Source: an optimization exercise on an open RTL-to-GDS flow (aim: small area and a short achievable clock period). Production flows keep margins and buffers that such runs may drop.
The RTL was checked by simulation tests, not by an equivalence proof against the original design.
No driver is modelled on the clock port, so clocking that relies on it looks cheaper here than on a real chip.
Power figures rest on the tool's default switching activity, not on a simulated workload.

**flow/flow/run.sh**
```bash
#!/bin/bash
# layout flow: the standard flow with the smallest buffer on the ports and an
# area recovery step (flow/downsize.tcl) after clock tree synthesis and after
# global routing
export BUFFER_PORTS_ARGS="-buffer_cell sky130_fd_sc_hd__buf_1"
export POST_CTS_TCL="$(pwd)/flow/post_cts.tcl"
export POST_GLOBAL_ROUTE_TCL="$(pwd)/flow/post_grt.tcl"
bash standard.sh > standard.log 2>&1
```
**flow/standard.sh**
```bash
#!/bin/bash
# synth_recipe.tcl (not shown) runs the flow's synth.tcl, then flattens the netlist and writes it again
# the make line also repeats each setting of config.mk as NAME=value (left out here)
make -C /OpenROAD-flow-scripts/flow DESIGN_CONFIG=/design/flow/config.mk WORK_HOME=/design/flow/orfs CLKGATE_MAP_FILE= SYNTH_SCRIPT=/design/flow/synth_recipe.tcl "${@:-finish}"
```
**flow/config.mk**
```make
export PLATFORM = sky130hd
export DESIGN_NAME = tdc_click_top
export DESIGN_NICKNAME = tdc_click_top
export VERILOG_FILES = /design/flow/design.v
export SDC_FILE = /design/flow/constraint.sdc
export NUM_CORES = 4
export LEC_CHECK = 0
export CAP_MARGIN = 20
export CORE_MARGIN = 2
export CORE_UTILIZATION = 40
export CTS_BUF_LIST = sky130_fd_sc_hd__clkbuf_8
export CTS_CLUSTER_DIAMETER = 60
export CTS_CLUSTER_SIZE = 16
export SETUP_SLACK_MARGIN = 5.0
export SLEW_MARGIN = 20
export TNS_END_PERCENT = 20
```
**flow/flow/downsize.tcl**
```tcl
# area recovery: give each logic cell the smallest drive strength of its kind
# that keeps every path within ::downsize_guard of the worst slack (and the
# worst slack itself) from getting slower, and keeps slew and load within 10%
# of their limits; flip-flops, clock tree cells and tie/tap/fill cells are
# left alone
estimate_parasitics $::downsize_parasitics
set ::ds_ts [expr {min(0.1, [sta::max_slew_check_slack_limit])}]
set ::ds_tc [expr {min(0.1, [sta::max_capacitance_check_slack_limit])}]
proc downsize_limits_ok {} {
  set s [sta::max_slew_check_slack_limit]
  set c [sta::max_capacitance_check_slack_limit]
  return [expr {$s >= $::ds_ts && $c >= $::ds_tc}]
}
set ws0 [sta::worst_slack_cmd max]
set a0 [rsz::design_area]
# paths with less slack than this count as critical while cells are swapped
set_clock_uncertainty -setup [expr {$ws0 + $::downsize_guard}] [all_clocks]
set tns [sta::total_negative_slack_cmd max]
set wsu [sta::worst_slack_cmd max]
set n 0
foreach inst [get_cells *] {
  set lc [get_property $inst ref_name]
  if {![regexp {^(sky130_fd_sc_hd__\w+?)_(\d+)$} $lc -> base sz]} continue
  if {[regexp {df|dl|clk|tap|fill|decap|conb|diode|lpflow|probe} $base]} continue
  set cands {}
  foreach s {0 1 2 4 6 8 12 16} {
    if {$s < $sz} {
      set c [get_lib_cells -quiet ${base}_$s]
      if {[llength $c]} { lappend cands $c }
    }
  }
  foreach c $cands {
    replace_cell $inst $c
    estimate_parasitics $::downsize_parasitics
    set t [sta::total_negative_slack_cmd max]
    if {$t >= $tns - 1e-13 && [sta::worst_slack_cmd max] >= $wsu - 1e-13 && [downsize_limits_ok]} {
      set tns $t
      incr n
      break
    }
    replace_cell $inst [get_lib_cells $lc]
    estimate_parasitics $::downsize_parasitics
  }
}
set_clock_uncertainty -setup 0 [all_clocks]
puts "downsize: $n cells, worst slack [sta::worst_slack_cmd max] (was $ws0), area [rsz::design_area] (was $a0)"
```
**flow/flow/post_grt.tcl**
```tcl
# after global routing and its timing repair: recover area again, reroute the
# nets whose cells changed and write the guides again for detailed routing
set ::downsize_parasitics -global_routing
set ::downsize_guard 0.3e-9
global_route -start_incremental
source [file join [file dirname [info script]] downsize.tcl]
global_route -end_incremental
estimate_parasitics -global_routing
write_guides $::env(RESULTS_DIR)/route.guide
```
**flow/design.v**
```verilog
`timescale 1ns/1ps
module apb_cfg_regs #(
	parameter int CNT_W = 32
) (
	input  logic             clk200_i,
	input  logic             gc_rst,
	input  logic             apb_psel_i,
	input  logic             apb_penable_i,
	input  logic             apb_pwrite_i,
	input  logic [7:0]       apb_paddr_i,
	input  logic [31:0]      apb_pwdata_i,
	output logic [31:0]      apb_prdata_o,
	output logic             apb_pready_o,
	output logic             apb_pslverr_o,
	output logic             cfg_enable,
	output logic             cfg_start,
	output logic [2:0]       cfg_mode,
	output logic [5:0]       cfg_index_bits,
	output logic [5:0]       cfg_stop_bits,
	output logic [13:0]      cfg_tdc_shift,
	output logic             shift_wr,
	output logic [31:0]      cfg_gate0,
	output logic [31:0]      cfg_gate1,
	input  logic [CNT_W-1:0] cnt_total,
	input  logic [CNT_W-1:0] cnt_click0,
	input  logic [CNT_W-1:0] cnt_click1,
	input  logic             cnt_latched
);
	localparam int TIME_W = 14;
	localparam logic [7:0] REG_CTRL   = 8'h00;
	localparam logic [7:0] REG_FRAME  = 8'h04;
	localparam logic [7:0] REG_SHIFT  = 8'h08;
	localparam logic [7:0] REG_GATE0  = 8'h0C;
	localparam logic [7:0] REG_GATE1  = 8'h10;
	localparam logic [7:0] REG_TOTAL  = 8'h14;
	localparam logic [7:0] REG_CLICK0 = 8'h18;
	localparam logic [7:0] REG_CLICK1 = 8'h1C;
	localparam logic [2:0] MODE_OFF = 3'd0;
	logic addr_hit;
	logic wr_en;
	assign addr_hit = (apb_paddr_i[7:5] == 3'd0) && (apb_paddr_i[1:0] == 2'd0);
	assign apb_pready_o  = 1'b1;
	assign apb_pslverr_o = apb_psel_i & apb_penable_i & ~addr_hit;
	assign wr_en         = apb_psel_i & apb_penable_i & apb_pwrite_i & addr_hit;
	always_ff @(posedge clk200_i or posedge gc_rst) begin
		if (gc_rst) begin
			cfg_enable     <= 1'b0;
			cfg_start      <= 1'b0;
			cfg_mode       <= MODE_OFF;
			cfg_index_bits <= '0;
			cfg_stop_bits  <= '0;
			cfg_tdc_shift  <= '0;
			cfg_gate0      <= '0;
			cfg_gate1      <= '0;
		end else if (wr_en) begin
			case (apb_paddr_i)
				REG_CTRL: begin
					cfg_enable <= apb_pwdata_i[0];
					cfg_start  <= apb_pwdata_i[1];
					cfg_mode   <= apb_pwdata_i[4:2];
				end
				REG_FRAME: begin
					cfg_index_bits <= apb_pwdata_i[5:0];
					cfg_stop_bits  <= apb_pwdata_i[13:8];
				end
				REG_SHIFT: cfg_tdc_shift <= apb_pwdata_i[TIME_W-1:0];
				REG_GATE0: cfg_gate0 <= apb_pwdata_i;
				REG_GATE1: cfg_gate1 <= apb_pwdata_i;
				default: ;
			endcase
		end
	end
	assign shift_wr = wr_en && (apb_paddr_i == REG_SHIFT);
	always_comb begin
		case (apb_paddr_i)
			REG_CTRL:   apb_prdata_o = {23'd0, cnt_latched, 3'd0, cfg_mode, cfg_start, cfg_enable};
			REG_FRAME:  apb_prdata_o = {16'd0, 2'd0, cfg_stop_bits, 2'd0, cfg_index_bits};
			REG_SHIFT:  apb_prdata_o = {18'd0, cfg_tdc_shift};
			REG_GATE0:  apb_prdata_o = cfg_gate0;
			REG_GATE1:  apb_prdata_o = cfg_gate1;
			REG_TOTAL:  apb_prdata_o = 32'(cnt_total);
			REG_CLICK0: apb_prdata_o = 32'(cnt_click0);
			REG_CLICK1: apb_prdata_o = 32'(cnt_click1);
			default:    apb_prdata_o = '0;
		endcase
	end
endmodule
`timescale 1ns/1ps
module stop_frame_rx (
	input  logic        clk200_i,
	input  logic        gc_rst,
	input  logic        frame_i,
	input  logic        sdi_i,
	input  logic        cfg_enable,
	input  logic [5:0]  cfg_index_bits,
	input  logic [5:0]  cfg_stop_bits,
	input  logic [13:0] shift_i,
	input  logic [13:0] shift_wdata_i,
	input  logic        shift_wr_i,
	output logic        stop_valid_o,
	output logic [31:0] word_o
);
	localparam int TDC_W = 32;
	localparam int STRETCH_CYCLES = 4;
	localparam logic [2:0] IDLE       = 3'd0;
	localparam logic [2:0] WAIT_FRAME = 3'd1;
	localparam logic [2:0] SKIP_INDEX = 3'd2;
	localparam logic [2:0] SHIFT_STOP = 3'd3;
	localparam logic [2:0] HOLD       = 3'd4;
	logic [2:0]       state;
	logic [6:0]       bit_cnt;
	logic             sdi_r;
	logic             sdi_2r;
	logic [TDC_W-1:0] shreg;
	logic [TDC_W-1:0] shreg_next;
	logic             last_bit;
	logic [TDC_W-1:0] sum_reg;
	logic [TDC_W-1:0] sum_wr;
	assign shreg_next = {shreg[TDC_W-2:0], sdi_2r};
	assign last_bit   = (state == SHIFT_STOP) && (bit_cnt == '0);
	assign sum_reg    = shreg_next + {18'd0, shift_i};
	assign sum_wr     = shreg_next + {18'd0, shift_wdata_i};
	always_ff @(posedge clk200_i or posedge gc_rst) begin
		if (gc_rst) begin
			state        <= IDLE;
			stop_valid_o <= 1'b0;
		end else begin
			stop_valid_o <= 1'b0;
			case (state)
				IDLE: begin
					if (cfg_enable)
						state <= WAIT_FRAME;
				end
				WAIT_FRAME: begin
					if (!cfg_enable)
						state <= IDLE;
					else if (frame_i)
						state <= SKIP_INDEX;
				end
				SKIP_INDEX: begin
					if (bit_cnt == '0)
						state <= SHIFT_STOP;
				end
				SHIFT_STOP: begin
					if (bit_cnt == '0) begin
						state        <= HOLD;
						stop_valid_o <= 1'b1;
					end
				end
				HOLD: begin
					if (bit_cnt == '0)
						state <= WAIT_FRAME;
				end
				default: state <= IDLE;
			endcase
		end
	end
	always_ff @(posedge clk200_i) begin
		if (state == WAIT_FRAME)
			bit_cnt <= {1'b0, cfg_index_bits} + 7'd1;
		else if (state == SKIP_INDEX && bit_cnt == '0)
			bit_cnt <= {1'b0, cfg_stop_bits} - 7'd1;
		else if (state == SHIFT_STOP && bit_cnt == '0)
			bit_cnt <= 7'(STRETCH_CYCLES - 1);
		else
			bit_cnt <= bit_cnt - 7'd1;
	end
	always_ff @(posedge clk200_i) begin
		sdi_r  <= sdi_i;
		sdi_2r <= sdi_r;
		if (state == WAIT_FRAME)
			shreg <= '0;
		else if (last_bit)
			shreg <= shift_wr_i ? sum_wr : sum_reg;
		else if (state == SHIFT_STOP)
			shreg <= shreg_next;
	end
	assign word_o = shreg;
endmodule
`timescale 1ns/1ps
module click_timestamp (
	input  logic        clk200_i,
	input  logic        gc_rst,
	input  logic        pps_i,
	input  logic        cfg_start,
	input  logic [2:0]  cfg_mode,
	input  logic [31:0] cfg_gate0,
	input  logic [31:0] cfg_gate1,
	input  logic        stop_valid_i,
	input  logic [31:0] word_i,
	output logic        click_pulse_o,
	output logic        in_gate0_o,
	output logic        in_gate1_o,
	output logic        gc_running_o,
	output logic        rec_valid_o,
	output logic [1:0]  rec_click_o,
	output logic [47:0] rec_gc_o,
	output logic [31:0] rec_tdc_o
);
	localparam int GC_W   = 48;
	localparam int TIME_W = 14;
	localparam int GATE_PERIOD = 625;
	localparam int GC_LATENCY = 12;
	localparam logic [GC_W-1:0] GC_INIT = {GC_W{1'b1}} - GC_W'(GC_LATENCY);
	localparam logic [2:0] MODE_NO_GATE = 3'd1;
	localparam logic [2:0] MODE_GATED   = 3'd2;
	localparam logic [1:0] IDLE       = 2'd0;
	localparam logic [1:0] WAIT_START = 2'd1;
	localparam logic [1:0] DETECT_PPS = 2'd2;
	localparam logic [1:0] RUN        = 2'd3;
	logic [1:0]        state;
	logic              pps_r;
	logic [GC_W-1:0]   gcm;
	logic [TIME_W-1:0] fine;
	logic [4:0]        k625;
	logic [9:0]        gate_mod;
	logic [TIME_W-1:0] k_off;
	logic [TIME_W-1:0] fine_off;
	logic [3:0]        bucket;
	logic [3:0]        bucket_r;
	logic              hit_g0;
	logic              hit_g1;
	logic              phase_hi;
	logic              phase_zero;
	logic              stop_run;
	logic              rec_take;
	logic [1:0]        rec_code;
	logic [2:0]        slot_lo;
	logic              stamp_cy;
	assign fine = word_i[TIME_W-1:0];
	always_comb begin
		k625  = '0;
		k_off = '0;
		for (int i = 1; i <= 26; i++) begin
			if (fine >= 14'(GATE_PERIOD * i)) begin
				k625  = 5'(i);
				k_off = 14'(GATE_PERIOD * i);
			end
		end
	end
	assign fine_off = fine - k_off;
	assign gate_mod = fine_off[9:0];
	assign phase_hi = k625[0];
	assign bucket   = (k625[4:1] >= 4'd8) ? 4'd9 : k625[4:1] + 4'd1;
	function automatic logic gate_hit(input logic [9:0] t, input logic [31:0] g);
		logic [10:0] hi;
		hi = {1'b0, g[9:0]} + {3'd0, g[31:24]};
		gate_hit = (g[23:10] == '0) && (t >= g[9:0]) && ({1'b0, t} < hi);
	endfunction
	assign hit_g0     = gate_hit(gate_mod, cfg_gate0);
	assign hit_g1     = gate_hit(gate_mod, cfg_gate1);
	assign phase_zero = (gate_mod == '0) && !phase_hi;
	assign stop_run     = stop_valid_i && (state == RUN);
	assign gc_running_o = state == RUN;
	always_comb begin
		rec_take = 1'b0;
		rec_code = 2'b11;
		case (cfg_mode)
			MODE_NO_GATE: rec_take = 1'b1;
			MODE_GATED: begin
				rec_take = (hit_g0 | hit_g1) & ~phase_zero;
				rec_code = {~hit_g0, phase_hi};
			end
			default: rec_take = 1'b0;
		endcase
	end
	always_ff @(posedge clk200_i or posedge gc_rst) begin
		if (gc_rst) begin
			state         <= IDLE;
			rec_valid_o   <= 1'b0;
			click_pulse_o <= 1'b0;
		end else begin
			case (state)
				IDLE: state <= WAIT_START;
				WAIT_START: begin
					if (cfg_start && !pps_i)
						state <= DETECT_PPS;
				end
				DETECT_PPS: begin
					if (!cfg_start)
						state <= WAIT_START;
					else if (pps_i && !pps_r)
						state <= RUN;
				end
				RUN: ;
				default: state <= IDLE;
			endcase
			rec_valid_o   <= stop_run & rec_take;
			click_pulse_o <= stop_run;
		end
	end
	always_ff @(posedge clk200_i) begin
		pps_r <= pps_i;
		if (state == RUN)
			gcm <= gcm + 1'b1;
		else
			gcm <= GC_INIT;
		in_gate0_o  <= hit_g0;
		in_gate1_o  <= hit_g1;
		rec_click_o <= rec_code;
		bucket_r    <= bucket;
	end
	assign slot_lo   = word_i[TIME_W+2:TIME_W] + 3'd1 + {2'd0, bucket_r[3]};
	assign stamp_cy  = (word_i[TIME_W+2:TIME_W] == 3'd6) & bucket_r[3];
	assign rec_gc_o  = {gcm[GC_W-1:6] + {41'd0, stamp_cy}, slot_lo, bucket_r[2:0]};
	assign rec_tdc_o = word_i;
endmodule
`timescale 1ns/1ps
module click_rate_counters #(
	parameter int WINDOW_CYCLES = 1000,
	parameter int CNT_W = $clog2(WINDOW_CYCLES / 8 + 2)
) (
	input  logic             clk200_i,
	input  logic             gc_rst,
	input  logic             click_pulse_i,
	input  logic             in_gate0_i,
	input  logic             in_gate1_i,
	input  logic             gc_running_i,
	output logic [CNT_W-1:0] cnt_total,
	output logic [CNT_W-1:0] cnt_click0,
	output logic [CNT_W-1:0] cnt_click1,
	output logic             cnt_latched,
	output logic             count_valid_o
);
	localparam int WIN_W = $clog2(WINDOW_CYCLES);
	logic [WIN_W-1:0] win_cnt;
	logic             win_end;
	logic [CNT_W-1:0] total_cnt;
	logic [CNT_W-1:0] click0_cnt;
	logic [CNT_W-1:0] click1_cnt;
	logic [CNT_W-1:0] total_next;
	logic [CNT_W-1:0] click0_next;
	logic [CNT_W-1:0] click1_next;
	assign win_end = gc_running_i && (win_cnt == WIN_W'(WINDOW_CYCLES - 1));
	assign total_next  = total_cnt + CNT_W'(click_pulse_i);
	assign click0_next = click0_cnt + CNT_W'(click_pulse_i & in_gate0_i);
	assign click1_next = click1_cnt + CNT_W'(click_pulse_i & in_gate1_i);
	always_ff @(posedge clk200_i) begin
		if (!gc_running_i || win_end) begin
			win_cnt    <= '0;
			total_cnt  <= '0;
			click0_cnt <= '0;
			click1_cnt <= '0;
		end else begin
			win_cnt    <= win_cnt + 1'b1;
			total_cnt  <= total_next;
			click0_cnt <= click0_next;
			click1_cnt <= click1_next;
		end
	end
	always_ff @(posedge clk200_i or posedge gc_rst) begin
		if (gc_rst) begin
			count_valid_o <= 1'b0;
			cnt_total     <= '0;
			cnt_click0    <= '0;
			cnt_click1    <= '0;
			cnt_latched   <= 1'b0;
		end else begin
			count_valid_o <= win_end;
			if (win_end) begin
				cnt_total   <= total_next;
				cnt_click0  <= click0_next;
				cnt_click1  <= click1_next;
				cnt_latched <= 1'b1;
			end
		end
	end
endmodule
`timescale 1ns/1ps
module tdc_click_top #(
	parameter int WINDOW_CYCLES = 1000
) (
	input  logic        clk200_i,
	input  logic        gc_rst,
	input  logic        apb_psel_i,
	input  logic        apb_penable_i,
	input  logic        apb_pwrite_i,
	input  logic [7:0]  apb_paddr_i,
	input  logic [31:0] apb_pwdata_i,
	output logic [31:0] apb_prdata_o,
	output logic        apb_pready_o,
	output logic        apb_pslverr_o,
	input  logic        frame_i,
	input  logic        sdi_i,
	input  logic        pps_i,
	output logic        rec_valid_o,
	output logic [1:0]  rec_click_o,
	output logic [47:0] rec_gc_o,
	output logic [31:0] rec_tdc_o,
	output logic        count_valid_o
);
	localparam int CNT_W = $clog2(WINDOW_CYCLES / 8 + 2);
	logic        cfg_enable;
	logic        cfg_start;
	logic [2:0]  cfg_mode;
	logic [5:0]  cfg_index_bits;
	logic [5:0]  cfg_stop_bits;
	logic [13:0] cfg_tdc_shift;
	logic [31:0] cfg_gate0;
	logic [31:0] cfg_gate1;
	logic [CNT_W-1:0] cnt_total;
	logic [CNT_W-1:0] cnt_click0;
	logic [CNT_W-1:0] cnt_click1;
	logic             cnt_latched;
	logic        stop_valid;
	logic [31:0] word;
	logic        shift_wr;
	logic        click_pulse;
	logic        in_gate0;
	logic        in_gate1;
	logic        gc_running;
	apb_cfg_regs #(
		.CNT_W (CNT_W)
	) i_apb_regs (
		.clk200_i       (clk200_i),
		.gc_rst         (gc_rst),
		.apb_psel_i     (apb_psel_i),
		.apb_penable_i  (apb_penable_i),
		.apb_pwrite_i   (apb_pwrite_i),
		.apb_paddr_i    (apb_paddr_i),
		.apb_pwdata_i   (apb_pwdata_i),
		.apb_prdata_o   (apb_prdata_o),
		.apb_pready_o   (apb_pready_o),
		.apb_pslverr_o  (apb_pslverr_o),
		.cfg_enable     (cfg_enable),
		.cfg_start      (cfg_start),
		.cfg_mode       (cfg_mode),
		.cfg_index_bits (cfg_index_bits),
		.cfg_stop_bits  (cfg_stop_bits),
		.cfg_tdc_shift  (cfg_tdc_shift),
		.shift_wr       (shift_wr),
		.cfg_gate0      (cfg_gate0),
		.cfg_gate1      (cfg_gate1),
		.cnt_total      (cnt_total),
		.cnt_click0     (cnt_click0),
		.cnt_click1     (cnt_click1),
		.cnt_latched    (cnt_latched)
	);
	stop_frame_rx i_frame_rx (
		.clk200_i       (clk200_i),
		.gc_rst         (gc_rst),
		.frame_i        (frame_i),
		.sdi_i          (sdi_i),
		.cfg_enable     (cfg_enable),
		.cfg_index_bits (cfg_index_bits),
		.cfg_stop_bits  (cfg_stop_bits),
		.shift_i        (cfg_tdc_shift),
		.shift_wdata_i  (apb_pwdata_i[13:0]),
		.shift_wr_i     (shift_wr),
		.stop_valid_o   (stop_valid),
		.word_o         (word)
	);
	click_timestamp i_timestamp (
		.clk200_i      (clk200_i),
		.gc_rst        (gc_rst),
		.pps_i         (pps_i),
		.cfg_start     (cfg_start),
		.cfg_mode      (cfg_mode),
		.cfg_gate0     (cfg_gate0),
		.cfg_gate1     (cfg_gate1),
		.stop_valid_i  (stop_valid),
		.word_i        (word),
		.click_pulse_o (click_pulse),
		.in_gate0_o    (in_gate0),
		.in_gate1_o    (in_gate1),
		.gc_running_o  (gc_running),
		.rec_valid_o   (rec_valid_o),
		.rec_click_o   (rec_click_o),
		.rec_gc_o      (rec_gc_o),
		.rec_tdc_o     (rec_tdc_o)
	);
	click_rate_counters #(
		.WINDOW_CYCLES (WINDOW_CYCLES),
		.CNT_W         (CNT_W)
	) i_rate_cnt (
		.clk200_i      (clk200_i),
		.gc_rst        (gc_rst),
		.click_pulse_i (click_pulse),
		.in_gate0_i    (in_gate0),
		.in_gate1_i    (in_gate1),
		.gc_running_i  (gc_running),
		.cnt_total     (cnt_total),
		.cnt_click0    (cnt_click0),
		.cnt_click1    (cnt_click1),
		.cnt_latched   (cnt_latched),
		.count_valid_o (count_valid_o)
	);
endmodule
```
**flow/flow/post_cts.tcl**
```tcl
# after clock tree synthesis and its timing repair
set ::downsize_parasitics -placement
set ::downsize_guard 0.3e-9
source [file join [file dirname [info script]] downsize.tcl]
```
**flow/constraint.sdc**
```tcl
create_clock -name core_clock -period 10.0 [get_ports {clk200_i}]
set_input_delay 2.0000 -clock core_clock [delete_from_list [all_inputs] [get_ports {clk200_i}]]
set_output_delay 2.0000 -clock core_clock [all_outputs]
set_load 0.01 [all_outputs]
```
==> flow_summary_export.csv, run 1 <==
group,metric,value,unit
run_status,outcome,"complete, no violations",
place,post-dp-hpwl,35.2,mm
global_routing,grt_pass1_wl,77.0,mm
cells_and_area,layout.nets,2152,
timing,finalSetupViolations,0,
power,ir_worst_vdd,0.000104,V
worst_setup_path,crit_type,"input pin to output pin",
cells_and_area,area.growth.synth_to_final,16.0,%
worst_setup_path,r2r-end,"i_timestamp.rec_valid_o",
timing,finalHoldViolCount,0,
logic_synthesis,syn_avg_cell_area,8.75,um^2
floorplanning,die_area,41300,um^2
worst_hold_path,hp-start,"i_timestamp.gcm[0]",
power,pwr-share-comb,0.237,
floorplanning,die_w,203,um
worst_hold_path,holdCritPathClass,"flip-flop to flip-flop",
logic_synthesis,syn_area,15900,um^2
floorplanning,die_y,203,um
logic_synthesis,ys_warn_count,4,
worst_setup_path,crit_path_max_fanout,7,
timing,min_period,5.45,ns
cts,clock_latency,0.65,ns
worst_setup_path,startpoint_type,"input pin",
global_routing,overflow,0,
logic_synthesis,synth_top_area_frac,0.198,
logic_synthesis,synth_area_leaders,"dfrtp_1 (20%), dfxtp_1 (16%), ha_1 (7.3%), mux2_2 (6.7%), nand2_1 (5.3%)",
power,pwr-share-clk,0.304,
flow_run,maxCapViolations,0,
timing,maxSlewHeadroom,0.221,
floorplanning,start_util,0.403,
worst_setup_path,regToRegSetupSlack,4.73,ns
route,wl_per_cell,19.8,um
place,pre_cts_ws,3.61,ns
place,portBuffers,164,
timing,fmax,0.184,GHz
power,p_sw,0.830,mW
logic_synthesis,netlist_instances,1816,
cts,cts_tree,"yes",
floorplanning,rows,73,
worst_setup_path,crit_required,8.00,ns
timing,worstMarginPinSlew,1.17,ns
worst_setup_path,worstReg2RegStart,"i_frame_rx.shreg[1]",
global_routing,grt_pass1_vias,13933,
cells_and_area,multi_input_area,10000,um^2
route,viasPerCell,5.72,
worst_setup_path,ff2ff_path_depth,25,
logic_synthesis,synth_flop_cell,"dfxtp_1",
logic_synthesis,synth-seq-cells,255,
global_routing,grt_usage,0.232,
timing,final_max_slew_viol_count,0,
logic_synthesis,synth_async_sr_flop_share,0.494,
route,antenna_left,0,
floorplanning,core,39500,um^2
floorplanning,io_pins,166,
cts,clkTransAtPathRegs,0.08,ns
timing,timing.final.crit_share,0.545,
global_routing,antenna_found_initial,1,
logic_synthesis,yosys.area.top_type,"dfrtp_1",
worst_setup_path,endpoint_kind,"output pin",
route,num_vias,14609,
route,dr.pass1.iters,6,
power,p_int,1.57,mW
cts,numClockSinks,255,
global_routing,grt_max_degree,65,
power,seqPwrFrac,0.459,
logic_synthesis,yosysMostFrequentCell,"nand2_1",
logic_synthesis,synth_seq_area_share,0.361,
worst_hold_path,min_to,"i_timestamp.gcm[0]",
cells_and_area,final-seq-area,5800,um^2
logic_synthesis,synth_edf_count,0,
logic_synthesis,synthTopCellsByCount,"nand2_1 (225), nor2_1 (131), dfxtp_1 (129), dfrtp_1 (126), o21ai_0 (109)",
power,power_leakage,7.95,nW
route,drc,0,
route,drt-initial-drc-count,1252,
timing,skew,0.0929,ns
power,p_per_area,130,nW/um^2
timing,tns,0,ns
logic_synthesis,synth_fp_nets,1961,
place,gp_congestion,0.878,
route,routed_wl,50.6,mm
power,netSwitchingFraction,0.345,
cells_and_area,drive_gt1_frac,0.0912,
worst_hold_path,worstHoldPathCells,1,
worst_setup_path,worstPathArrival,3.45,ns
timing,setup_slack,4.55,ns
logic_synthesis,netlist-cell-type-count,77,
cells_and_area,fill_cells,3950,
==> sequential cells by signal, indices dropped and copies added (netlist names), 10 cells and up <==
name / count
i_apb_regs.cfg_gate0: 32
i_apb_regs.cfg_tdc_shift: 14
i_apb_regs.cfg_gate1: 32
i_timestamp.gcm: 48
i_frame_rx.shreg: 32
i_rate_cnt.win_cnt: 10
==> cells by family after synthesis <==
family | Yosys count | synth area share
adders and majority gates | 101 | 0.0808
muxes | 106 | 0.0743
AOI/OAI and AO/OA | 376 | 0.160
DFF | 255 | 0.361
and+or+nand+nor | 684 | 0.208
buffers and inverters | 150 | 0.0369
other | 1 | 0.000236
xor gates and xnor gates | 143 | 0.0788
==> worst max-delay path, cell delays in order <==
cell	delay, ns
clkbuf_2	0.10
nor3_4	0.22
nand2_2	0.12
nor4_1	0.29
buf_2	0.25
a222oi_1	0.12
nand4_1	0.17
buf_1	0.17
==> per-layer routing <==
metal  global-route usage  up-vias  share of wire
met5                    0        -              0
met4               0.0733        0          0.030
met2                0.386      450           0.47
li1                     -     6927              -
met1                0.311     7132           0.44
met3               0.0345      100          0.059
==> cell type report <==
type,count,share of cell area
antenna,2,0.000272
tap,525,0.0356
multi-input combinational,1412,0.544
clock inverter,21,0.00815
clock buffer,31,0.0231
inverter,59,0.0122
timing repair buffer,251,0.0620
sequential,255,0.315
==> layout by cell type (no fill, tap or decap), types with 10 or more instances in the layout <==
| master | instances |
|---|---|
| a211o_1 | 10 |
| nand2b_1 | 18 |
| dfxtp_1 | 112 |
| dfxtp_4 | 16 |
| xor2_1 | 66 |
| clkbuf_2 | 15 |
| ha_1 | 84 |
| a22oi_1 | 17 |
| a22o_1 | 19 |
| inv_1 | 66 |
| buf_2 | 17 |
| dfrtp_1 | 126 |
| a21oi_1 | 66 |
| and3_1 | 34 |
| a222oi_1 | 15 |
| mux2i_1 | 11 |
| clkbuf_8 | 31 |
| or3_1 | 20 |
| nor4_1 | 26 |
| nand2_1 | 223 |
| nor3_1 | 33 |
| o21a_1 | 12 |
| buf_1 | 198 |
| and2_0 | 22 |
| o21ai_0 | 100 |
| nor2_1 | 123 |
| nor2b_1 | 16 |
| nand3_1 | 77 |
| mux2_1 | 95 |
| nand4_1 | 31 |
| xnor2_1 | 73 |
==> per-stage QoR <==
stage	hold slack (ns)	instance area (um^2)	total power, mW	instances	util
after detailed placement	0.376	17000	1.65	2425	0.432
after global placement	0.369	17000	1.64	2425	0.432
final	0.437	18400	2.40	2556	0.467
after floorplan	0.310	16000	1.50	1816	-
==> power groups by stage <==
| stage | Combinational, mW | Clock [mW] | Sequential (mW) |
|---|---|---|---|
| after floorplan | 0.387 | 0 | 1.11 |
| after global placement | 0.511 | 0 | 1.13 |
| after detailed placement | 0.516 | 0 | 1.13 |
| final | 0.571 | 0.730 | 1.10 |
==> how the worst max path moves through the flow <==
stage / from / end / slack [ns] / depth (start not counted)
6_report: apb_paddr_i[7] / apb_prdata_o[0] / 4.55 / 8
3_5_place_dp: i_frame_rx.shreg[13] / i_timestamp.rec_valid_o / 3.61 / 23
3_3_place_gp: i_frame_rx.shreg[13] / i_timestamp.rec_valid_o / 3.69 / 23
2_1_floorplan: apb_paddr_i[7] / i_frame_rx.shreg[26] / 4.66 / 16
==> run 2: changes to the inputs <==
==> flow/flow/post_cts.tcl (replaced) <==
# after clock tree synthesis and its timing repair
set ::downsize_parasitics -placement
set ::downsize_guard 0.15e-9
source [file join [file dirname [info script]] downsize.tcl]
--- a/flow/flow/post_grt.tcl
+++ b/flow/flow/post_grt.tcl
@@ -2,5 +2,5 @@
 # nets whose cells changed and write the guides again for detailed routing
 set ::downsize_parasitics -global_routing
-set ::downsize_guard 0.3e-9
+set ::downsize_guard 0.15e-9
 global_route -start_incremental
 source [file join [file dirname [info script]] downsize.tcl]
--- a/flow/config.mk
+++ b/flow/config.mk
@@ -12,5 +12,5 @@
 export CTS_CLUSTER_DIAMETER = 60
 export CTS_CLUSTER_SIZE = 16
-export SETUP_SLACK_MARGIN = 5.0
+export SETUP_SLACK_MARGIN = 4.5
 export SLEW_MARGIN = 20
 export TNS_END_PERCENT = 20
==> flow_summary_export.csv, run 2 <==
group,metric,value,unit
run_status,outcome,"complete, no violations",
cells_and_area,drive_gt1_frac,0.0716,
power,seqPwrFrac,0.457,
route,viasPerCell,5.72,
logic_synthesis,synth_async_sr_flop_share,0.494,
power,p_sw,0.806,mW
cts,numClockSinks,255,
global_routing,overflow,0,
logic_synthesis,synthSimpleGateAreaFrac,0.208,
timing,skew,0.0854,ns
global_routing,grt_use_met2,0.371,
global_routing,grt_max_degree,77,
worst_setup_path,worstReg2RegStart,"i_frame_rx.shreg[1]",
worst_setup_path,ff2ff_path_depth,26,
global_routing,grt_pass1_wl,76.3,mm
logic_synthesis,synth_fp_nets,1961,
worst_setup_path,worstPathArrival,3.57,ns
power,p_int,1.61,mW
global_routing,antenna_found_initial,1,
worst_hold_path,hp-start,"i_frame_rx.sdi_r",
worst_hold_path,holdCritPathClass,"flip-flop to flip-flop",
logic_synthesis,synthAdderAreaFrac,0.0808,
worst_hold_path,worstHoldPathCells,0,
worst_setup_path,crit_family,"buffers and inverters",
worst_setup_path,r2r-end,"i_timestamp.rec_valid_o",
global_routing,busiest_layer,"met2",
cts,clkTransAtPathRegs,0.05,ns
place,gp_congestion,0.943,
cells_and_area,layout_commonest_cell,"nand2_1",
floorplanning,io_pins,166,
worst_setup_path,crit_path_max_fanout,10,
power,ir_worst_vdd,0.000105,V
worst_setup_path,crit_path_frequent_cell,"buf_2",
logic_synthesis,synth-seq-cells,255,
place,portBuffers,164,
logic_synthesis,synth_flop_cell,"dfxtp_1",
power,netSwitchingFraction,0.333,
floorplanning,rows,73,
cts,cts_tree,"yes",
timing,tns,0,ns
timing,worstMarginPinSlew,1.14,ns
worst_setup_path,slowest_delay,0.35,ns
route,antenna_left,0,
logic_synthesis,synth_mux_area_frac,0.0743,
global_routing,use_met3,0.0288,
floorplanning,die_w,203,um
cells_and_area,layout.nets,2119,
flow_run,maxCapViolations,0,
logic_synthesis,synth_top_family_by_area,"simple AND/OR/NAND/NOR gates",
route,wl_per_cell,19.5,um
power,power_leakage,7.88,nW
timing,fmax,0.180,GHz
floorplanning,die_y,203,um
logic_synthesis,synth_compound_area_frac,0.160,
global_routing,grt_pass1_vias,13604,
cells_and_area,largest_register_ffs,48,
cells_and_area,instances_no_fill,2521,
power,p_total,2.42,mW
power,pwr-share-clk,0.312,
timing,finalHoldViolCount,0,
logic_synthesis,yosysMostFrequentCell,"nand2_1",
worst_setup_path,regToRegSetupSlack,4.75,ns
cells_and_area,final_cell_mix,"nand2_1 (223), buf_1 (180), dfrtp_1 (126)",
route,drt-initial-drc-count,1028,
timing,maxSlewHeadroom,0.233,
logic_synthesis,synthTopCellsByCount,"nand2_1 (225), nor2_1 (131), dfxtp_1 (129), dfrtp_1 (126), o21ai_0 (109)",
worst_hold_path,min_to,"i_frame_rx.sdi_2r",
worst_setup_path,cpMaxStageDelayCell,"a222oi_1",
worst_setup_path,endpoint_kind,"output pin",
worst_setup_path,crit_chain,"buf_2 > nor3_4 > buf_2 > nand2b_4 > nor2_1 > buf_4 > buf_2 > a222oi_1 > nand4_1 > buf_1",
place,placedCellCount,2432,
timing,timing.final.crit_share,0.557,
logic_synthesis,ys_warn_count,4,
floorplanning,start_util,0.403,
floorplanning,die_area,41300,um^2
power,pwr-share-comb,0.230,
worst_setup_path,cp_num_buf_inv,5,
timing,min_period,5.57,ns
worst_setup_path,startpoint_type,"input pin",
global_routing,grt_usage,0.229,
logic_synthesis,synth_edf_count,0,
worst_setup_path,crit_required,8.00,ns
cells_and_area,area.growth.synth_to_final,13.4,%
floorplanning,core,39500,um^2
logic_synthesis,synth_area_leaders,"dfrtp_1 (20%), dfxtp_1 (16%), ha_1 (7.3%), mux2_2 (6.7%), nand2_1 (5.3%)",
place,post-dp-hpwl,35.7,mm
logic_synthesis,synth_seq_area_share,0.361,
worst_setup_path,crit_type,"input pin to output pin",
route,routed_wl,49.0,mm
route,dr.pass1.iters,5,
logic_synthesis,syn_area,15900,um^2
cells_and_area,diodes,0,
cells_and_area,regMostFlops,"i_timestamp.gcm",
logic_synthesis,netlist-cell-type-count,77,
logic_synthesis,synth_top_area_frac,0.198,
timing,final_max_slew_viol_count,0,
logic_synthesis,syn_avg_cell_area,8.75,um^2
route,drc,0,
power,p_per_area,134,nW/um^2
cells_and_area,final_core_util,0.456,
timing,finalSetupViolations,0,
logic_synthesis,synth_xor_xnor_area_share,0.0788,
global_routing,grt_use_met1,0.323,
cts,clock_latency,0.63,ns
route,num_vias,14411,
logic_synthesis,yosys.area.top_type,"dfrtp_1",
logic_synthesis,netlist_instances,1816,
[run 2: power groups by stage]
stage | clock network, mW | logic, mW | registers [mW]
after floorplan | 0 | 0.385 | 1.11
after global placement | 0 | 0.514 | 1.13
after detailed placement | 0 | 0.523 | 1.13
final | 0.755 | 0.556 | 1.11
[run 2: layer usage]
layer / vias to the layer above / part of all wire
met3: 83 / 0.056
met4: 2 / 0.025
li1: 6864 / -
met1: 7001 / 0.46
met5: - / 0.00027
met2: 461 / 0.46
[run 2: kinds of logic (layout without fill, tap and decap cells)]
group                    after synthesis  in the layout
adder cells (fa/ha/maj)              101            101
XOR/XNOR                             143            143
AO/OA/AOI/OAI                        376            377
other                                  1              1
AND/OR/NAND/NOR                      684            684
buffers and inverters                150            329
flip-flops                           255            255
multiplexers                         106            106
[run 2: area by class of cell]
class	count	area, um^2
clock buffers	31	427
repair buffers	217	931
clock inverters	22	183
multi-input cells	1412	9820
well taps	525	657
flip-flops and latches	255	5770
inverters	59	225
fillers	3974	21400
[run 2: worst max path at each step]
stage	slack (ns)	cells past startpoint	startpoint	end
final	4.43	10	apb_paddr_i[7]	apb_prdata_o[2]
after global placement	3.22	23	i_frame_rx.shreg[13]	i_timestamp.rec_valid_o
after detailed placement	3.25	23	i_frame_rx.shreg[13]	i_timestamp.rec_valid_o
after floorplan	4.50	6	apb_paddr_i[5]	apb_prdata_o[6]
[run 2: through the flow]
| step | hold slack (ns) | setup slack (ns) | instance area [um^2] |
|---|---|---|---|
| 3_5_place_dp | 0.323 | 3.25 | 17000 |
| 6_report | 0.333 | 4.43 | 18000 |
| 3_3_place_gp | 0.319 | 3.22 | 17000 |
| 2_1_floorplan | 0.310 | 4.50 | 15900 |
==> run 3: changes to the inputs <==
==> flow/flow/post_cts.tcl (replaced) <==
# after clock tree synthesis and its timing repair
set ::downsize_parasitics -placement
set ::downsize_guard 0.3e-9
source [file join [file dirname [info script]] downsize.tcl]
--- a/flow/flow/post_grt.tcl
+++ b/flow/flow/post_grt.tcl
@@ -2,5 +2,5 @@
 # nets whose cells changed and write the guides again for detailed routing
 set ::downsize_parasitics -global_routing
-set ::downsize_guard 0.15e-9
+set ::downsize_guard 0.3e-9
 global_route -start_incremental
 source [file join [file dirname [info script]] downsize.tcl]
--- a/flow/config.mk
+++ b/flow/config.mk
@@ -8,5 +8,5 @@
 export CAP_MARGIN = 20
 export CORE_MARGIN = 2
-export CORE_UTILIZATION = 40
+export CORE_UTILIZATION = 55
 export CTS_BUF_LIST = sky130_fd_sc_hd__clkbuf_8
 export CTS_CLUSTER_DIAMETER = 60
==> flow_summary_export.csv, run 3 <==
group,metric,value,unit
worst_setup_path,r2r-end,"i_timestamp.rec_valid_o",
floorplanning,die_y,174,um
power,p_per_area,136,nW/um^2
run_status,outcome,"complete, no violations",
power,pwr-share-clk,0.315,
timing,final_max_slew_viol_count,0,
global_routing,grt_usage,0.301,
global_routing,grt_use_met2,0.487,
worst_setup_path,ff2ff_path_depth,22,
worst_hold_path,hp-start,"i_frame_rx.sdi_r",
cells_and_area,multi_input_area,9900,um^2
timing,finalHoldViolCount,0,
route,wl_per_cell,19.8,um
logic_synthesis,synth_flop_cell,"dfxtp_1",
cells_and_area,final_cell_mix,"nand2_1 (225), buf_1 (180), dfrtp_1 (126)",
cells_and_area,fill_cells,2633,
floorplanning,die_w,174,um
worst_setup_path,crit_path_max_fanout,7,
floorplanning,rows,62,
route,dr.pass1.iters,6,
place,portBuffers,164,
global_routing,grt_use_met1,0.415,
route,routed_wl,47.0,mm
global_routing,grt_pass1_wl,74.2,mm
cts,clock_latency,0.62,ns
timing,worstMarginPinSlew,1.20,ns
power,pwr-share-comb,0.231,
power,netSwitchingFraction,0.340,
timing,maxSlewHeadroom,0.197,
power,p_sw,0.827,mW
logic_synthesis,synth_top_area_frac,0.198,
power,ir_worst_vdd,0.000205,V
power,seqPwrFrac,0.454,
place,gp_congestion,0.910,
worst_setup_path,crit_type,"input pin to output pin",
global_routing,overflow,0,
cells_and_area,area.growth.synth_to_final,12.7,%
power,p_int,1.61,mW
floorplanning,core,28500,um^2
route,drc,0,
worst_hold_path,worstHoldPathCells,0,
cts,numClockSinks,255,
logic_synthesis,synth_async_sr_flop_share,0.494,
logic_synthesis,yosys.area.top_type,"dfrtp_1",
logic_synthesis,synth_fp_nets,1961,
logic_synthesis,netlist-cell-type-count,77,
timing,skew,0.0351,ns
route,drt-initial-drc-count,932,
worst_setup_path,startpoint_type,"input pin",
timing,setup_slack,4.47,ns
power,p_total,2.43,mW
cts,cts_tree,"yes",
route,num_vias,14468,
logic_synthesis,ys_warn_count,4,
cells_and_area,drive_gt1_frac,0.0691,
place,pre_cts_ws,3.63,ns
worst_setup_path,worstPathArrival,3.53,ns
worst_hold_path,min_to,"i_frame_rx.sdi_2r",
logic_synthesis,synth-seq-cells,255,
floorplanning,die_area,30300,um^2
global_routing,use_met3,0.0413,
worst_setup_path,crit_required,8.00,ns
timing,fmax,0.181,GHz
timing,min_period,5.53,ns
logic_synthesis,synthTopCellsByCount,"nand2_1 (225), nor2_1 (131), dfxtp_1 (129), dfrtp_1 (126), o21ai_0 (109)",
timing,tns,0,ns
route,viasPerCell,6.11,
logic_synthesis,syn_area,15900,um^2
route,antenna_left,0,
logic_synthesis,synth_edf_count,0,
flow_run,maxCapViolations,0,
logic_synthesis,yosysMostFrequentCell,"nand2_1",
place,placed_area,16800,um^2
cells_and_area,layout_commonest_cell,"nand2_1",
cts,clkTransAtPathRegs,0.10,ns
worst_setup_path,endpoint_kind,"output pin",
worst_hold_path,holdCritPathClass,"flip-flop to flip-flop",
logic_synthesis,synth_seq_area_share,0.361,
logic_synthesis,syn_avg_cell_area,8.75,um^2
floorplanning,start_util,0.557,
timing,timing.final.crit_share,0.553,
place,post-dp-hpwl,33.1,mm
floorplanning,io_pins,166,
worst_setup_path,regToRegSetupSlack,4.62,ns
power,power_leakage,7.80,nW
cells_and_area,regMostFlops,"i_timestamp.gcm",
logic_synthesis,netlist_instances,1816,
global_routing,busiest_layer,"met2",
global_routing,antenna_found_initial,3,
logic_synthesis,synth_area_leaders,"dfrtp_1 (20%), dfxtp_1 (16%), ha_1 (7.3%), mux2_2 (6.7%), nand2_1 (5.3%)",
worst_setup_path,worstReg2RegStart,"i_frame_rx.shreg[3]",
cells_and_area,final_area,17900,um^2
global_routing,grt_max_degree,68,
cells_and_area,largest_register_ffs,48,
timing,finalSetupViolations,0,
global_routing,grt_pass1_vias,13733,
cells_and_area,final-seq-area,5770,um^2
cells_and_area,layout.nets,2106,
## run 3: cell counts after synthesis
Identical to the previous run, type by type.
## run 3: power by group through the flow
| stage | registers (mW) | clock network, mW | logic [mW] |
|---|---|---|---|
| 6_report | 1.11 | 0.767 | 0.562 |
| 3_5_place_dp | 1.13 | 0 | 0.512 |
| 3_3_place_gp | 1.13 | 0 | 0.504 |
| 2_1_floorplan | 1.11 | 0 | 0.385 |
## run 3: layer usage
metal	part of all wire	up-vias
li1	-	6861
met1	0.44	6956
met2	0.46	533
met3	0.063	118
met4	0.037	0
met5	0	-
## run 3: worst max-delay path by stage
stage / start / end / slack (ns) / cells after the start
after floorplan: apb_paddr_i[5] / apb_prdata_o[6] / 4.50 / 6
after global placement: i_frame_rx.shreg[13] / i_timestamp.rec_valid_o / 3.74 / 25
after detailed placement: i_frame_rx.shreg[13] / i_timestamp.rec_valid_o / 3.63 / 25
final: apb_paddr_i[1] / apb_prdata_o[4] / 4.47 / 7
## run 3: kinds of logic (layout without fill, tap and decap cells)
family,after synthesis,in the layout,share of synthesized area
AOI/OAI and AO/OA,376,376,0.160
other,1,2,0.000236
buffers and inverters,150,317,0.0369
DFF,255,255,0.361
xor gates and xnor gates,143,143,0.0788
adders and majority gates,101,101,0.0808
and+or+nand+nor,684,684,0.208
muxes,106,106,0.0743
## run 3: worst max-delay path: stages
cell      delay, ns
buf_1          0.08
nor2_2         0.18
nand3b_1       0.21
nor2_1         0.49
a22oi_1        0.21
nand4_1        0.19
clkbuf_2       0.16
## run 3: through the flow
stage                     cells   util  hold WS [ns]
final                      2368  0.627         0.348
after detailed placement   2292  0.589         0.322
after global placement     2291  0.589         0.313
after floorplan            1816      -         0.310
## run 3: cell type report
| type | count | share of cell area |
|---|---|---|
| multi-input combinational | 1411 | 0.553 |
| timing repair buffer | 206 | 0.0504 |
| tap | 384 | 0.0268 |
| sequential | 255 | 0.322 |
| clock inverter | 21 | 0.0115 |
| antenna | 1 | 0.000140 |
| inverter | 59 | 0.0126 |
| clock buffer | 31 | 0.0238 |
==> run 4: changes to the inputs <==
--- a/flow/config.mk
+++ b/flow/config.mk
@@ -8,5 +8,5 @@
 export CAP_MARGIN = 20
 export CORE_MARGIN = 2
-export CORE_UTILIZATION = 55
+export CORE_UTILIZATION = 30
 export CTS_BUF_LIST = sky130_fd_sc_hd__clkbuf_8
 export CTS_CLUSTER_DIAMETER = 60
==> flow_summary_export.csv, run 4 <==
group,metric,value,unit
run_status,outcome,"complete, no violations",
timing,maxSlewHeadroom,0.222,
cells_and_area,layout.nets,2124,
timing,min_period,5.56,ns
global_routing,antenna_found_initial,2,
global_routing,grt_pass1_wl,77.6,mm
worst_setup_path,crit_type,"input pin to output pin",
global_routing,grt_pass1_vias,13667,
cells_and_area,regMostFlops,"i_timestamp.gcm",
logic_synthesis,syn_avg_cell_area,8.75,um^2
floorplanning,io_pins,166,
power,p_sw,0.843,mW
timing,fmax,0.180,GHz
floorplanning,rows,84,
route,drt-initial-drc-count,1140,
timing,final_max_slew_viol_count,0,
logic_synthesis,synth-seq-cells,255,
timing,tns,0,ns
global_routing,grt_max_degree,77,
timing,timing.final.crit_share,0.556,
cts,clkTransAtPathRegs,0.08,ns
logic_synthesis,synth_edf_count,0,
logic_synthesis,synth_async_sr_flop_share,0.494,
logic_synthesis,ys_warn_count,4,
timing,whs,0.349,ns
flow_run,maxCapViolations,0,
logic_synthesis,synth_fp_nets,1961,
logic_synthesis,syn_area,15900,um^2
floorplanning,die_w,234,um
logic_synthesis,synthTopCellsByCount,"nand2_1 (225), nor2_1 (131), dfxtp_1 (129), dfrtp_1 (126), o21ai_0 (109)",
floorplanning,core,52400,um^2
power,p_int,1.57,mW
cells_and_area,largest_register_ffs,48,
global_routing,grt_usage,0.178,
cts,cts_tree,"yes",
worst_setup_path,crit_required,8.00,ns
worst_setup_path,endpoint_kind,"output pin",
cells_and_area,layout_commonest_cell,"nand2_1",
logic_synthesis,yosysMostFrequentCell,"nand2_1",
route,viasPerCell,5.40,
cells_and_area,drive_gt1_frac,0.0754,
cells_and_area,fill_cells,5422,
route,dr.pass1.iters,9,
route,drc,0,
logic_synthesis,netlist-cell-type-count,77,
timing,finalSetupViolations,0,
power,p_total,2.41,mW
cts,numClockSinks,255,
power,pwr-share-clk,0.311,
worst_hold_path,holdCritPathClass,"flip-flop to flip-flop",
timing,finalHoldViolCount,0,
cells_and_area,diodes,0,
power,pwr-share-comb,0.230,
place,gp_congestion,0.920,
route,wl_per_cell,19.3,um
cells_and_area,area.growth.synth_to_final,15.5,%
logic_synthesis,netlist_instances,1816,
floorplanning,die_y,234,um
floorplanning,start_util,0.303,
timing,worstMarginPinSlew,1.16,ns
route,routed_wl,51.8,mm
route,num_vias,14531,
timing,skew,0.0712,ns
logic_synthesis,synth_flop_cell,"dfxtp_1",
power,netSwitchingFraction,0.350,
logic_synthesis,synth_top_area_frac,0.198,
logic_synthesis,synth_seq_area_share,0.361,
place,post-dp-hpwl,36.8,mm
power,seqPwrFrac,0.459,
worst_setup_path,startpoint_type,"input pin",
worst_setup_path,crit_path_max_fanout,7,
floorplanning,die_area,54800,um^2
place,portBuffers,164,
power,power_leakage,7.88,nW
logic_synthesis,synth_area_leaders,"dfrtp_1 (20%), dfxtp_1 (16%), ha_1 (7.3%), mux2_2 (6.7%), nand2_1 (5.3%)",
power,p_per_area,131,nW/um^2
route,antenna_left,0,
global_routing,overflow,0,
cells_and_area,final_cell_mix,"nand2_1 (221), buf_1 (186), dfrtp_1 (126)",
worst_setup_path,worstPathArrival,3.56,ns
cts,clock_latency,0.67,ns
logic_synthesis,yosys.area.top_type,"dfrtp_1",
power,ir_worst_vdd,0.0000705,V
==> run 4: cell types whose count changed in the layout (fill, tap and decap cells not counted), moves of 4 or more <==
| cell | before | now |
|---|---|---|
| clkbuf_2 | 3 | 7 |
| inv_1 | 62 | 70 |
| nand2_2 | 0 | 4 |
| nand2_1 | 225 | 221 |
| buf_2 | 7 | 13 |
| buf_1 | 180 | 186 |
| dfxtp_1 | 119 | 114 |
==> run 4: worst paths after layout <==
path,start,to,cells past startpoint,slack (ns)
worst max-delay path,apb_paddr_i[6],apb_prdata_o[0],8,4.44
worst min-delay path,i_frame_rx.sdi_r,i_frame_rx.sdi_2r,0,0.35
worst max register to register,i_frame_rx.shreg[7],i_timestamp.rec_valid_o,18,4.59
worst min register to register,i_frame_rx.sdi_r,i_frame_rx.sdi_2r,0,0.35
max in group asynchronous,gc_rst,i_apb_regs.cfg_gate0[18],3,6.96
min in group asynchronous,gc_rst,i_rate_cnt.cnt_click1[2],2,1.46
==> run 4: cell families after synthesis <==
kind of cell | synth area share
DFF | 0.361
and+or+nand+nor | 0.208
AOI/OAI and AO/OA | 0.160
xor gates and xnor gates | 0.0788
other | 0.000236
buffers and inverters | 0.0369
adders and majority gates | 0.0808
muxes | 0.0743
==> run 4: power by group through the flow <==
stage | clock network (mW) | registers [mW] | logic [mW]
2_1_floorplan | 0 | 1.11 | 0.385
3_3_place_gp | 0 | 1.13 | 0.510
3_5_place_dp | 0 | 1.13 | 0.519
6_report | 0.750 | 1.11 | 0.554
==> run 4: layout make-up <==
cell class	instances	area [um^2]	area share
Multi-Input combinational cell	1412	9890	0.539
Sequential cell	255	5780	0.315
Timing Repair Buffer	221	975	0.0531
Tap cell	688	861	0.0469
Clock buffer	30	413	0.0225
Inverter	59	224	0.0122
Clock inverter	26	201	0.0110
==> run 4: critical path: stages <==
cell	delay, ns
buf_1	0.10
nor3_4	0.24
nand2_2	0.11
nor4_1	0.40
buf_2	0.26
a222oi_1	0.12
nand4_1	0.16
buf_1	0.17
==> run 4: per-layer routing <==
metal  track usage  wire length (um)
met5             0                13
met4        0.0419              1270
met3        0.0326              3450
met2         0.301             25000
met1         0.235             22200
==> run 4: through the flow <==
stage | instance area [um^2] | util | setup WS [ns] | std cells
finish | 18300 | 0.350 | 4.44 | 2691
detailed placement | 17200 | 0.328 | 3.44 | 2593
global placement | 17200 | 0.328 | 3.49 | 2593
floorplan | 15900 | - | 4.50 | 1816
==> run 5: changes to the inputs <==
--- a/flow/config.mk
+++ b/flow/config.mk
@@ -8,5 +8,5 @@
 export CAP_MARGIN = 20
 export CORE_MARGIN = 2
-export CORE_UTILIZATION = 30
+export CORE_UTILIZATION = 40
 export CTS_BUF_LIST = sky130_fd_sc_hd__clkbuf_8
 export CTS_CLUSTER_DIAMETER = 60
==> flow_summary_export.csv, run 5 <==
group,metric,value,unit
run_status,outcome,"complete, no violations",
global_routing,grt_pass1_wl,76.3,mm
cells_and_area,layout.nets,2119,
cells_and_area,regMostFlops,"i_timestamp.gcm",
worst_setup_path,endpoint_kind,"output pin",
timing,tns,0,ns
logic_synthesis,synth-seq-cells,255,
logic_synthesis,yosys.area.top_type,"dfrtp_1",
route,routed_wl,49.0,mm
power,p_total,2.42,mW
timing,finalHoldViolCount,0,
cells_and_area,area.growth.synth_to_final,13.4,%
global_routing,grt_max_degree,77,
global_routing,grt_usage,0.229,
logic_synthesis,synth_area_leaders,"dfrtp_1 (20%), dfxtp_1 (16%), ha_1 (7.3%), mux2_2 (6.7%), nand2_1 (5.3%)",
power,power_leakage,7.88,nW
floorplanning,core,39500,um^2
logic_synthesis,netlist-cell-type-count,77,
place,placedCellCount,2432,
worst_setup_path,startpoint_type,"input pin",
place,placed_area,17000,um^2
cts,cts_tree,"yes",
cells_and_area,drive_gt1_frac,0.0716,
cts,numClockSinks,255,
logic_synthesis,synth_seq_area_share,0.361,
logic_synthesis,synth_fp_nets,1961,
route,wl_per_cell,19.5,um
logic_synthesis,netlist_instances,1816,
flow_run,maxCapViolations,0,
cells_and_area,layout_commonest_cell,"nand2_1",
cells_and_area,largest_register_ffs,48,
power,ir_worst_vdd,0.000105,V
cells_and_area,final_core_util,0.456,
route,drt-initial-drc-count,1028,
place,post-dp-hpwl,35.7,mm
worst_setup_path,crit_required,8.00,ns
floorplanning,die_y,203,um
timing,min_period,5.57,ns
timing,final_max_slew_viol_count,0,
floorplanning,rows,73,
timing,worstMarginPinSlew,1.14,ns
logic_synthesis,synth_async_sr_flop_share,0.494,
timing,fmax,0.180,GHz
route,viasPerCell,5.72,
place,portBuffers,164,
logic_synthesis,ys_warn_count,4,
route,drc,0,
logic_synthesis,synth_flop_cell,"dfxtp_1",
floorplanning,start_util,0.403,
worst_hold_path,holdCritPathClass,"flip-flop to flip-flop",
floorplanning,io_pins,166,
cts,clock_latency,0.63,ns
logic_synthesis,yosysMostFrequentCell,"nand2_1",
timing,finalSetupViolations,0,
timing,skew,0.0854,ns
logic_synthesis,synth_edf_count,0,
timing,maxSlewHeadroom,0.233,
global_routing,antenna_found_initial,1,
logic_synthesis,syn_area,15900,um^2
power,p_per_area,134,nW/um^2
timing,timing.final.crit_share,0.557,
cts,clkTransAtPathRegs,0.05,ns
cells_and_area,instances_no_fill,2521,
worst_setup_path,worstPathArrival,3.57,ns
worst_setup_path,crit_type,"input pin to output pin",
logic_synthesis,synthTopCellsByCount,"nand2_1 (225), nor2_1 (131), dfxtp_1 (129), dfrtp_1 (126), o21ai_0 (109)",
logic_synthesis,syn_avg_cell_area,8.75,um^2
cells_and_area,final_area,18000,um^2
floorplanning,die_area,41300,um^2
global_routing,grt_pass1_vias,13604,
cells_and_area,diodes,0,
logic_synthesis,synth_top_area_frac,0.198,
cells_and_area,final_cell_mix,"nand2_1 (223), buf_1 (180), dfrtp_1 (126)",
route,dr.pass1.iters,5,
place,gp_congestion,0.943,
route,num_vias,14411,
worst_setup_path,crit_path_max_fanout,10,
global_routing,overflow,0,
route,antenna_left,0,
floorplanning,die_w,203,um
==> run 5: changes by cell type in the layout (fill, tap and decap cells not counted), sizes merged <==
cell          previous run  this run
buf                    210       212
dlymetal6s2s             0         1
inv                     72        69
clkinv                  13         6
bufbuf                   0         1
clkbuf                  41        34
clkinvlp                 0         2
bufinv                   0         4
==> run 5: final cells by class <==
class                   instances  area, um^2
clock buffers                  31         427
repair buffers                217         931
well taps                     525         657
clock inverters                22         183
multi-input cells            1412        9820
flip-flops and latches        255        5770
fillers                      3974       21400
inverters                      59         225
==> run 5: critical path, stage by stage <==
cell and delay, ns:
buf_2 0.10, nor3_4 0.05, buf_2 0.13, nand2b_4 0.11
nor2_1 0.06, buf_4 0.18, buf_2 0.17, a222oi_1 0.35
nand4_1 0.23, buf_1 0.18
==> run 5: metrics by stage <==
step | hold slack, ns | setup WS [ns]
floorplan | 0.310 | 4.50
global placement | 0.319 | 3.22
detailed placement | 0.323 | 3.25
finish | 0.333 | 4.43
==> run 5: logic make-up (layout without fill, tap and decap cells) <==
| group | after synthesis | count (layout) | synth area share |
|---|---|---|---|
| AND/OR/NAND/NOR | 684 | 684 | 0.208 |
| AO/OA/AOI/OAI | 376 | 377 | 0.160 |
| flip-flops | 255 | 255 | 0.361 |
| buffers and inverters | 150 | 329 | 0.0369 |
| XOR/XNOR | 143 | 143 | 0.0788 |
| multiplexers | 106 | 106 | 0.0743 |
| adder cells (fa/ha/maj) | 101 | 101 | 0.0808 |
| other | 1 | 1 | 0.000236 |
==> run 5: metal layers <==
metal  GRT usage  routed length [um]  up-vias
li1            -                   -     6864
met1       0.323               22600     7001
met2       0.371               22500      461
met3      0.0288                2760       83
met4      0.0620                1210        2
met5           0                  13        -
==> run 5: path summary, 6_finish.rpt <==
kind                                           from                  endpoint  slack [ns]  depth (start not counted)
min in group asynchronous                    gc_rst  i_apb_regs.cfg_gate1[21]        1.57                          2
max in group asynchronous                    gc_rst       i_frame_rx.state[2]        7.11                          3
worst min register to register     i_frame_rx.sdi_r         i_frame_rx.sdi_2r        0.33                          0
worst max register to register  i_frame_rx.shreg[1]   i_timestamp.rec_valid_o        4.75                         26
worst min-delay path               i_frame_rx.sdi_r         i_frame_rx.sdi_2r        0.33                          0
worst max-delay path                 apb_paddr_i[7]           apb_prdata_o[2]        4.43                         10
==> run 5: report_power, final <==
| group | internal, mW | switching [mW] |
|---|---|---|
| Sequential | 1.06 | 0.0452 |
| Clock | 0.346 | 0.409 |
| Combinational | 0.205 | 0.351 |
| Total | 1.61 | 0.806 |
==> run 6: changes to the inputs <==
--- a/flow/config.mk
+++ b/flow/config.mk
@@ -12,5 +12,5 @@
 export CTS_CLUSTER_DIAMETER = 60
 export CTS_CLUSTER_SIZE = 16
-export SETUP_SLACK_MARGIN = 4.5
+export SETUP_SLACK_MARGIN = 4.7
 export SLEW_MARGIN = 20
 export TNS_END_PERCENT = 20
==> flow_summary_export.csv, run 6 <==
group,metric,value,unit
worst_hold_path,hp-start,"i_frame_rx.sdi_r",
worst_setup_path,crit_type,"input pin to output pin",
cells_and_area,final_cell_mix,"nand2_1 (223), buf_1 (166), nor2_1 (126), dfrtp_1 (126), dfxtp_1 (115)",
place,portBuffers,164,
run_status,outcome,"complete, no violations",
logic_synthesis,synth_mux_area_frac,0.0743,
timing,skew,0.0600,ns
logic_synthesis,synth_seq_area_share,0.361,
cells_and_area,final_core_util,0.464,
timing,fmax,0.182,GHz
worst_setup_path,r2r-end,"i_timestamp.rec_valid_o",
logic_synthesis,synthSimpleGateAreaFrac,0.208,
worst_setup_path,endpoint_kind,"output pin",
global_routing,grt_pass1_wl,76.4,mm
cts,clkTransAtPathRegs,0.09,ns
route,drt-initial-drc-count,1033,
power,p_per_area,130,nW/um^2
logic_synthesis,yosysMostFrequentCell,"nand2_1",
timing,final_max_slew_viol_count,0,
place,gp_congestion,0.877,
logic_synthesis,synth_xor_xnor_area_share,0.0788,
floorplanning,die_w,203,um
worst_hold_path,min_to,"i_frame_rx.sdi_2r",
power,power_leakage,7.97,nW
logic_synthesis,yosys.area.top_type,"dfrtp_1",
floorplanning,die_y,203,um
timing,min_period,5.50,ns
timing,finalSetupViolations,0,
floorplanning,io_pins,166,
timing,timing.final.crit_share,0.550,
logic_synthesis,synth_flop_cell,"dfxtp_1",
logic_synthesis,synth-seq-cells,255,
cells_and_area,layout_commonest_cell,"nand2_1",
route,wl_per_cell,19.6,um
logic_synthesis,synthTopCellsByCount,"nand2_1 (225), nor2_1 (131), dfxtp_1 (129), dfrtp_1 (126), o21ai_0 (109)",
power,ir_worst_vdd,0.0000910,V
worst_setup_path,regToRegSetupSlack,4.71,ns
cts,numClockSinks,255,
power,p_int,1.57,mW
worst_setup_path,crit_required,8.00,ns
logic_synthesis,synth_edf_count,0,
floorplanning,core,39500,um^2
route,drc,0,
worst_setup_path,ff2ff_path_depth,27,
worst_hold_path,worstHoldPathCells,0,
worst_setup_path,worstPathArrival,3.50,ns
cells_and_area,instances_no_fill,2539,
route,viasPerCell,5.67,
timing,setup_slack,4.50,ns
logic_synthesis,synth_area_leaders,"dfrtp_1 (20%), dfxtp_1 (16%), ha_1 (7.3%), mux2_2 (6.7%), nand2_1 (5.3%)",
global_routing,grt_max_degree,56,
power,pwr-share-clk,0.302,
route,antenna_left,0,
timing,tns,0,ns
cells_and_area,largest_register_ffs,48,
timing,finalHoldViolCount,0,
worst_hold_path,holdCritPathClass,"flip-flop to flip-flop",
power,seqPwrFrac,0.464,
global_routing,antenna_found_initial,6,
logic_synthesis,ys_warn_count,4,
power,netSwitchingFraction,0.339,
logic_synthesis,syn_avg_cell_area,8.75,um^2
place,pre_cts_ws,3.51,ns
route,routed_wl,49.7,mm
logic_synthesis,syn_area,15900,um^2
logic_synthesis,synth_async_sr_flop_share,0.494,
logic_synthesis,synth_top_area_frac,0.198,
global_routing,grt_usage,0.231,
logic_synthesis,synth_compound_area_frac,0.160,
logic_synthesis,synth_top_family_by_area,"simple AND/OR/NAND/NOR gates",
worst_setup_path,startpoint_type,"input pin",
power,p_sw,0.808,mW
floorplanning,start_util,0.403,
global_routing,overflow,0,
timing,worstMarginPinSlew,1.16,ns
cells_and_area,area.growth.synth_to_final,15.2,%
route,num_vias,14402,
timing,whs,0.338,ns
place,post-dp-hpwl,34.9,mm
logic_synthesis,netlist_instances,1816,
worst_setup_path,worstReg2RegStart,"i_frame_rx.shreg[3]",
cts,clock_latency,0.64,ns
flow_run,maxCapViolations,0,
power,pwr-share-comb,0.233,
logic_synthesis,netlist-cell-type-count,77,
logic_synthesis,synthAdderAreaFrac,0.0808,
worst_setup_path,crit_path_max_fanout,8,
logic_synthesis,synth_fp_nets,1961,
route,dr.pass1.iters,6,
cells_and_area,layout.nets,2132,
timing,maxSlewHeadroom,0.225,
place,placedCellCount,2430,
cells_and_area,drive_gt1_frac,0.0931,
cts,cts_tree,"yes",
floorplanning,die_area,41300,um^2
floorplanning,rows,73,
cells_and_area,regMostFlops,"i_timestamp.gcm",
global_routing,grt_pass1_vias,13851,
[run 6: cell counts after synthesis]
Identical to the previous run, type by type.
[run 6: worst max path at each step]
| stage | startpoint | end | depth (start not counted) |
|---|---|---|---|
| after global placement | i_frame_rx.shreg[13] | i_timestamp.rec_valid_o | 23 |
| after detailed placement | i_frame_rx.shreg[13] | i_timestamp.rec_valid_o | 23 |
| after floorplan | apb_paddr_i[7] | i_frame_rx.shreg[26] | 16 |
| final | apb_paddr_i[6] | apb_prdata_o[28] | 10 |
[run 6: worst max-delay path: stages]
cell     delay [ns]
buf_6          0.10
nor3_4         0.19
nand2_2        0.11
nor4b_2        0.26
buf_4          0.19
buf_6          0.10
buf_6          0.09
buf_8          0.13
a22o_1         0.17
buf_1          0.16
[run 6: cells by family after synthesis]
family,Yosys count
AO/OA/AOI/OAI,376
multiplexers,106
other,1
AND/OR/NAND/NOR,684
flip-flops,255
buffers and inverters,150
adder cells (fa/ha/maj),101
XOR/XNOR,143
[run 6: power by group through the flow]
stage,sequential [mW],combinational [mW],clock [mW]
finish,1.11,0.556,0.721
detailed placement,1.13,0.514,0
global placement,1.13,0.508,0
floorplan,1.11,0.387,0
[run 6: metrics by stage]
step	total power [mW]	cell area, um^2
6_report	2.38	18300
2_1_floorplan	1.50	16000
3_5_place_dp	1.65	17100
3_3_place_gp	1.64	17100
[run 6: cell type report]
class / count / area [um^2]
well taps: 525 / 657
clock buffers: 30 / 413
flip-flops and latches: 255 / 5780
diodes: 5 / 12.5
multi-input cells: 1411 / 9930
clock inverters: 23 / 145
fillers: 3978 / 21100
repair buffers: 231 / 1140
inverters: 59 / 226
[run 6: layer usage]
metal / track usage / vias up / share of wire / routed length (um)
li1: - / 6902 / - / -
met1: 0.299 / 6958 / 0.43 / 21400
met4: 0.0894 / 0 / 0.037 / 1830
met5: 0 / - / 0 / 0
met3: 0.0441 / 120 / 0.062 / 3090
met2: 0.379 / 422 / 0.47 / 23300

[static timing again, ports no longer ideal]
The results above use ideal ports. As a check the final layouts listed here were re-extracted and re-timed, cells and wires unchanged. Step 1 sets driving cells, clkbuf_16 on the clock port and buf_2 on the other inputs (assumed; they add their load-dependent delay and slew). Step 2 moves the port delays by t, midway between the first and last clock arrival at a register: inputs arrive t later, outputs are due t later. That takes back most of the time a late clock gives input paths. a / b / c = ideal / step 1 / step 2; a / b = the first two.
run	t, ns	setup WS [ns]	worst register clock-pin slew, ns	worst data-port slew with drivers (ns)	pins driven straight from the clock port
run 1	0.658	4.551 / 4.529 / 3.993	0.11 / 0.11	0.07	1
run 2	0.645	4.430 / 4.410 / 3.951	0.11 / 0.11	0.07	1
run 3	0.654	4.474 / 4.451 / 3.969	0.10 / 0.10	0.08	1
run 4	0.684	4.442 / 4.413 / 3.871	0.11 / 0.11	0.09	1
run 5	0.645	4.430 / 4.410 / 3.951	0.11 / 0.11	0.07	1
run 6	0.668	4.497 / 4.465 / 3.953	0.11 / 0.11	0.08	1
After both steps every run listed still meets setup and hold. For run 4, which loses most, drivers alone change the setup slack by -0.029 ns; drivers and shift together by -0.571 ns.
